Source: an optimization exercise on an open RTL-to-GDS flow (aim: small area, a short achievable clock period and few clock cycles per item). Production flows keep margins and buffers that such runs may drop. In this exercise RTL edits were held to simulation tests only and were not proved equivalent to the original. No activity file was given, so power comes from the tool's default toggle rates.

Design sorted_list_engine_core, start of the top module:
module sorted_list_engine_core (
	input  logic               clk,
	input  logic               arst_n,
	input  logic               start,
	output logic               busy,
	input  logic [1:0]         req_type,
	input  logic signed [31:0] value,
	output logic               valid,
	output logic signed [31:0] item,
	output logic [4:0]         count,
	output logic [1:0]         status,
	output logic               last
);
	localparam int N = sle_pkg::CAPACITY;
	logic        rv1_q;
	logic [1:0]  rt1_q;
	logic [31:0] k1_q;
	logic        ins2_q, del2_q, dump2_q;
	logic        do_ins_q, do_rot_q;
	logic        do_ins_d, do_rot_d;
	logic        ins_h_q, del_h_q, rot_h_q;
	logic [31:0] k2_q;
	logic [N-1:0] cgt_q, ceq_q, chit_q;
	logic         ckgt_q, ckeq_q;
	logic [N-1:0] mv_en_q;
	logic         mv_ins_q, mv_del_q, mv_rot_q;
	logic [31:0] st [N];
	logic [4:0]  cnt_q, cnt_d;
	logic [N-1:0] hq_q, hq_d;
	logic        dm_q, dm_d;
	logic [3:0]  idx_q, idx_d;
	logic        more_d;
	logic        busy_q, busy_d;
	logic        take;
	logic        is_ins, is_del, is_dump;
	logic        full, found;
	logic        do_ins, do_del, do_rot;
	logic [N-1:0] gt1, eq1;
	logic         gtk1, eqk1;
	logic [N-1:0] gt, eq, held, lastc, big, en, gone;
	logic [31:0]  kbus, nkbus;
	logic        res_v;
	logic        res_zero;
	logic [1:0]  res_status;
	logic        res_last;
	logic        valid_q;
	logic [31:0] item_q;
	logic [1:0]  status_q;
	logic        last_q;
	assign is_ins  = ins2_q;
	assign is_del  = del2_q;
  ...
For scale: about 3400 cells after synthesis, roughly 41000 sq um of cells after synthesis.
Settings: LEC_CHECK=0, CAP_MARGIN=20, CORE_MARGIN=2, CORE_UTILIZATION=40, SETUP_SLACK_MARGIN=3.5, SLEW_MARGIN=20; clock period 6.0 ns.
run.sh (not shown) runs the stock make flow with config.mk's settings and CLKGATE_MAP_FILE= SYNTH_SCRIPT=/design/flow/synth_recipe.tcl, a recipe that flattens the netlist after the stock synthesis.
Testbench counts at the start, summed over its fixed seeds: cycles 7,103, requests 3,200.
Rerun with:
--- a/flow/design.v
+++ b/flow/design.v
@@ -76,45 +76,44 @@
 	output logic [4:0]         count,
 	output logic [1:0]         status,
 	output logic               last
 );
 	localparam int N = sle_pkg::CAPACITY;
 	logic        rv1_q;
 	logic [1:0]  rt1_q;
 	logic [31:0] k1_q;
 	logic        ins2_q, del2_q, dump2_q;
 	logic        do_ins_q, do_rot_q;
 	logic        do_ins_d, do_rot_d;
-	logic        ins_h_q, del_h_q, rot_h_q;
 	logic [31:0] k2_q;
 	logic [N-1:0] cgt_q, ceq_q, chit_q;
 	logic         ckgt_q, ckeq_q;
 	logic [N-1:0] mv_en_q;
 	logic         mv_ins_q, mv_del_q, mv_rot_q;
 	logic [31:0] st [N];
 	logic [4:0]  cnt_q, cnt_d;
 	logic [N-1:0] hq_q, hq_d;
 	logic        dm_q, dm_d;
 	logic [3:0]  idx_q, idx_d;
 	logic        more_d;
 	logic        busy_q, busy_d;
 	logic        take;
 	logic        is_ins, is_del, is_dump;
 	logic        full, found;
 	logic        do_ins, do_del, do_rot;
 	logic [N-1:0] gt1, eq1;
 	logic         gtk1, eqk1;
 	logic [N-1:0] gt, eq, held, lastc, big, en, gone;
 	logic [31:0]  kbus, nkbus;
 	logic        res_v;
-	logic        res_zero;
+	logic [31:0] res_item;
 	logic [1:0]  res_status;
 	logic        res_last;
 	logic        valid_q;
 	logic [31:0] item_q;
 	logic [1:0]  status_q;
 	logic        last_q;
 	assign is_ins  = ins2_q;
 	assign is_del  = del2_q;
 	assign is_dump = dump2_q;
 	assign full    = hq_q[N-1];
 	assign do_ins  = do_ins_q;
@@ -187,25 +186,25 @@
 			assign big_prev = big[i-1];
 			assign lft      = st[i-1];
 		end
 		if (i == N - 1) begin : g_last
 			assign held_next = 1'b0;
 			assign rgt       = '0;
 		end else begin : g_mid
 			assign held_next = held[i+1];
 			assign rgt       = st[i+1];
 		end
 		sle_chain u_sel (
-			.do_ins   ((i < 8) ? do_ins : ins_h_q),
-			.do_del   ((i < 8) ? do_del : del_h_q),
-			.do_rot   ((i < 8) ? do_rot : rot_h_q),
+			.do_ins   (do_ins),
+			.do_del   (do_del),
+			.do_rot   (do_rot),
 			.found    (found),
 			.big      (big[i]),
 			.big_prev (big_prev),
 			.eq       (eq[i]),
 			.held     (held[i]),
 			.held_next(held_next),
 			.en       (en[i]),
 			.sl       (sl),
 			.sk       (sk),
 			.sr       (sr)
 		);
@@ -223,27 +222,28 @@
 				st[i] <= d;
 	end
 	assign kbus  = do_rot ? st[0] : k2_q;
 	assign nkbus = ~kbus;
 	always_comb begin
 		cnt_d      = cnt_q;
 		hq_d       = hq_q;
 		dm_d       = dm_q;
 		idx_d      = idx_q;
 		more_d     = 1'b0;
 		res_v      = 1'b0;
-		res_zero   = 1'b0;
+		res_item   = k2_q;
 		res_status = sle_pkg::ST_OK;
 		res_last   = 1'b1;
 		if (dm_q) begin
 			res_v    = 1'b1;
+			res_item = st[0];
 			res_last = (5'(idx_q) + 5'd1) == cnt_q;
 			if (res_last) begin
 				dm_d  = 1'b0;
 				idx_d = '0;
 			end else begin
 				idx_d  = idx_q + 4'd1;
 				more_d = (5'(idx_q) + 5'd3) < cnt_q;
 			end
 		end else if (is_ins) begin
 			res_v = 1'b1;
 			if (full)
@@ -254,81 +254,76 @@
 			end
 		end else if (is_del) begin
 			res_v = 1'b1;
 			if (found) begin
 				cnt_d = cnt_q - 5'd1;
 				hq_d  = {1'b0, hq_q[N-1:1]};
 			end else
 				res_status = sle_pkg::ST_NOTFOUND;
 		end else if (is_dump) begin
 			res_v = 1'b1;
 			if (cnt_q == 5'd0) begin
-				res_zero   = 1'b1;
+				res_item   = '0;
 				res_status = sle_pkg::ST_EMPTY;
 			end else begin
+				res_item = st[0];
 				res_last = (cnt_q == 5'd1);
 				if (cnt_q != 5'd1) begin
 					dm_d   = 1'b1;
 					idx_d  = 4'd1;
 					more_d = (cnt_q > 5'd3);
 				end
 			end
 		end
 	end
 	always_ff @(posedge clk or negedge arst_n) begin
 		if (!arst_n) begin
 			rv1_q   <= 1'b0;
 			ins2_q  <= 1'b0;
 			del2_q  <= 1'b0;
 			dump2_q <= 1'b0;
 			do_ins_q <= 1'b0;
 			do_rot_q <= 1'b0;
-			ins_h_q  <= 1'b0;
-			del_h_q  <= 1'b0;
-			rot_h_q  <= 1'b0;
 			cnt_q   <= '0;
 			hq_q    <= '0;
 			dm_q    <= 1'b0;
 			idx_q   <= '0;
 			busy_q  <= 1'b0;
 			valid_q <= 1'b0;
 		end else begin
 			rv1_q   <= take;
 			ins2_q  <= rv1_q & (rt1_q == sle_pkg::REQ_INS);
 			del2_q  <= rv1_q & (rt1_q == sle_pkg::REQ_DEL);
 			dump2_q <= rv1_q & (rt1_q == sle_pkg::REQ_DUMP);
 			do_ins_q <= do_ins_d;
 			do_rot_q <= do_rot_d;
-			ins_h_q  <= do_ins_d & hq_d[7];
-			del_h_q  <= rv1_q & (rt1_q == sle_pkg::REQ_DEL) & hq_d[8];
-			rot_h_q  <= do_rot_d & hq_d[8];
 			cnt_q   <= cnt_d;
 			hq_q    <= hq_d;
 			dm_q    <= dm_d;
 			idx_q   <= idx_d;
 			busy_q  <= busy_d;
 			valid_q <= res_v;
 		end
 	end
 	always_ff @(posedge clk) begin
 		rt1_q    <= req_type;
 		k1_q     <= value;
 		k2_q     <= k1_q;
 		cgt_q    <= gt1;
 		ceq_q    <= eq1;
 		chit_q   <= eq1 & hq_q;
 		ckgt_q   <= gtk1;
 		ckeq_q   <= eqk1;
 		mv_en_q  <= en;
 		mv_ins_q <= do_ins;
 		mv_del_q <= do_del;
 		mv_rot_q <= do_rot;
-		item_q   <= kbus & {32{~res_zero}};
+		item_q   <= res_item;
 		status_q <= res_status;
 		last_q   <= res_last;
 	end
 	assign valid  = valid_q;
 	assign item   = item_q;
 	assign count  = cnt_q;
 	assign status = status_q;
 	assign last   = last_q;
 endmodule
Critical path depth is lower by 3.
Via count is lower by 1.3%.
Count of clock-buffer cells in the layout went up by 13.
Total power climbs by 17%.
Area after synthesis rises by 0.67%.
Final area is about the same.
Final cell count barely changes.
Global-route usage went down by 1.0 points.
Fmax came out higher by 6.7%.
Wire length decreases by 4.8%.
Testbench counts after the change, summed over its fixed seeds: cycles 7,103, requests 3,200.

-- afterwards: timing with drivers on the ports --
The results above use ideal ports. As a check the final layouts listed here were re-extracted and re-timed, cells and wires unchanged. Step 1 sets driving cells, clkbuf_16 on the clock port and buf_2 on the other inputs (assumed; they add their load-dependent delay and slew). Step 2 also shifts input and output timing later by t, the mid clock arrival at the registers, as if the neighbouring blocks saw the same clock. a / b / c = ideal / step 1 / step 2; a / b = the first two.
run | shift t [ns] | setup WS [ns] | latest minus earliest clock arrival (ns) | worst slew at a driven data input, ns
the first run | 0.729 | 3.150 / 3.150 / 3.150 | 0.029 / 0.028 | 0.06
the second run | 0.740 | 3.330 / 3.330 / 3.274 | 0.035 / 0.035 | 0.06
After both steps setup and hold are still met in every run listed. For the second run, which loses most, drivers alone change the setup slack by 0.000 ns; drivers and shift together by -0.056 ns.
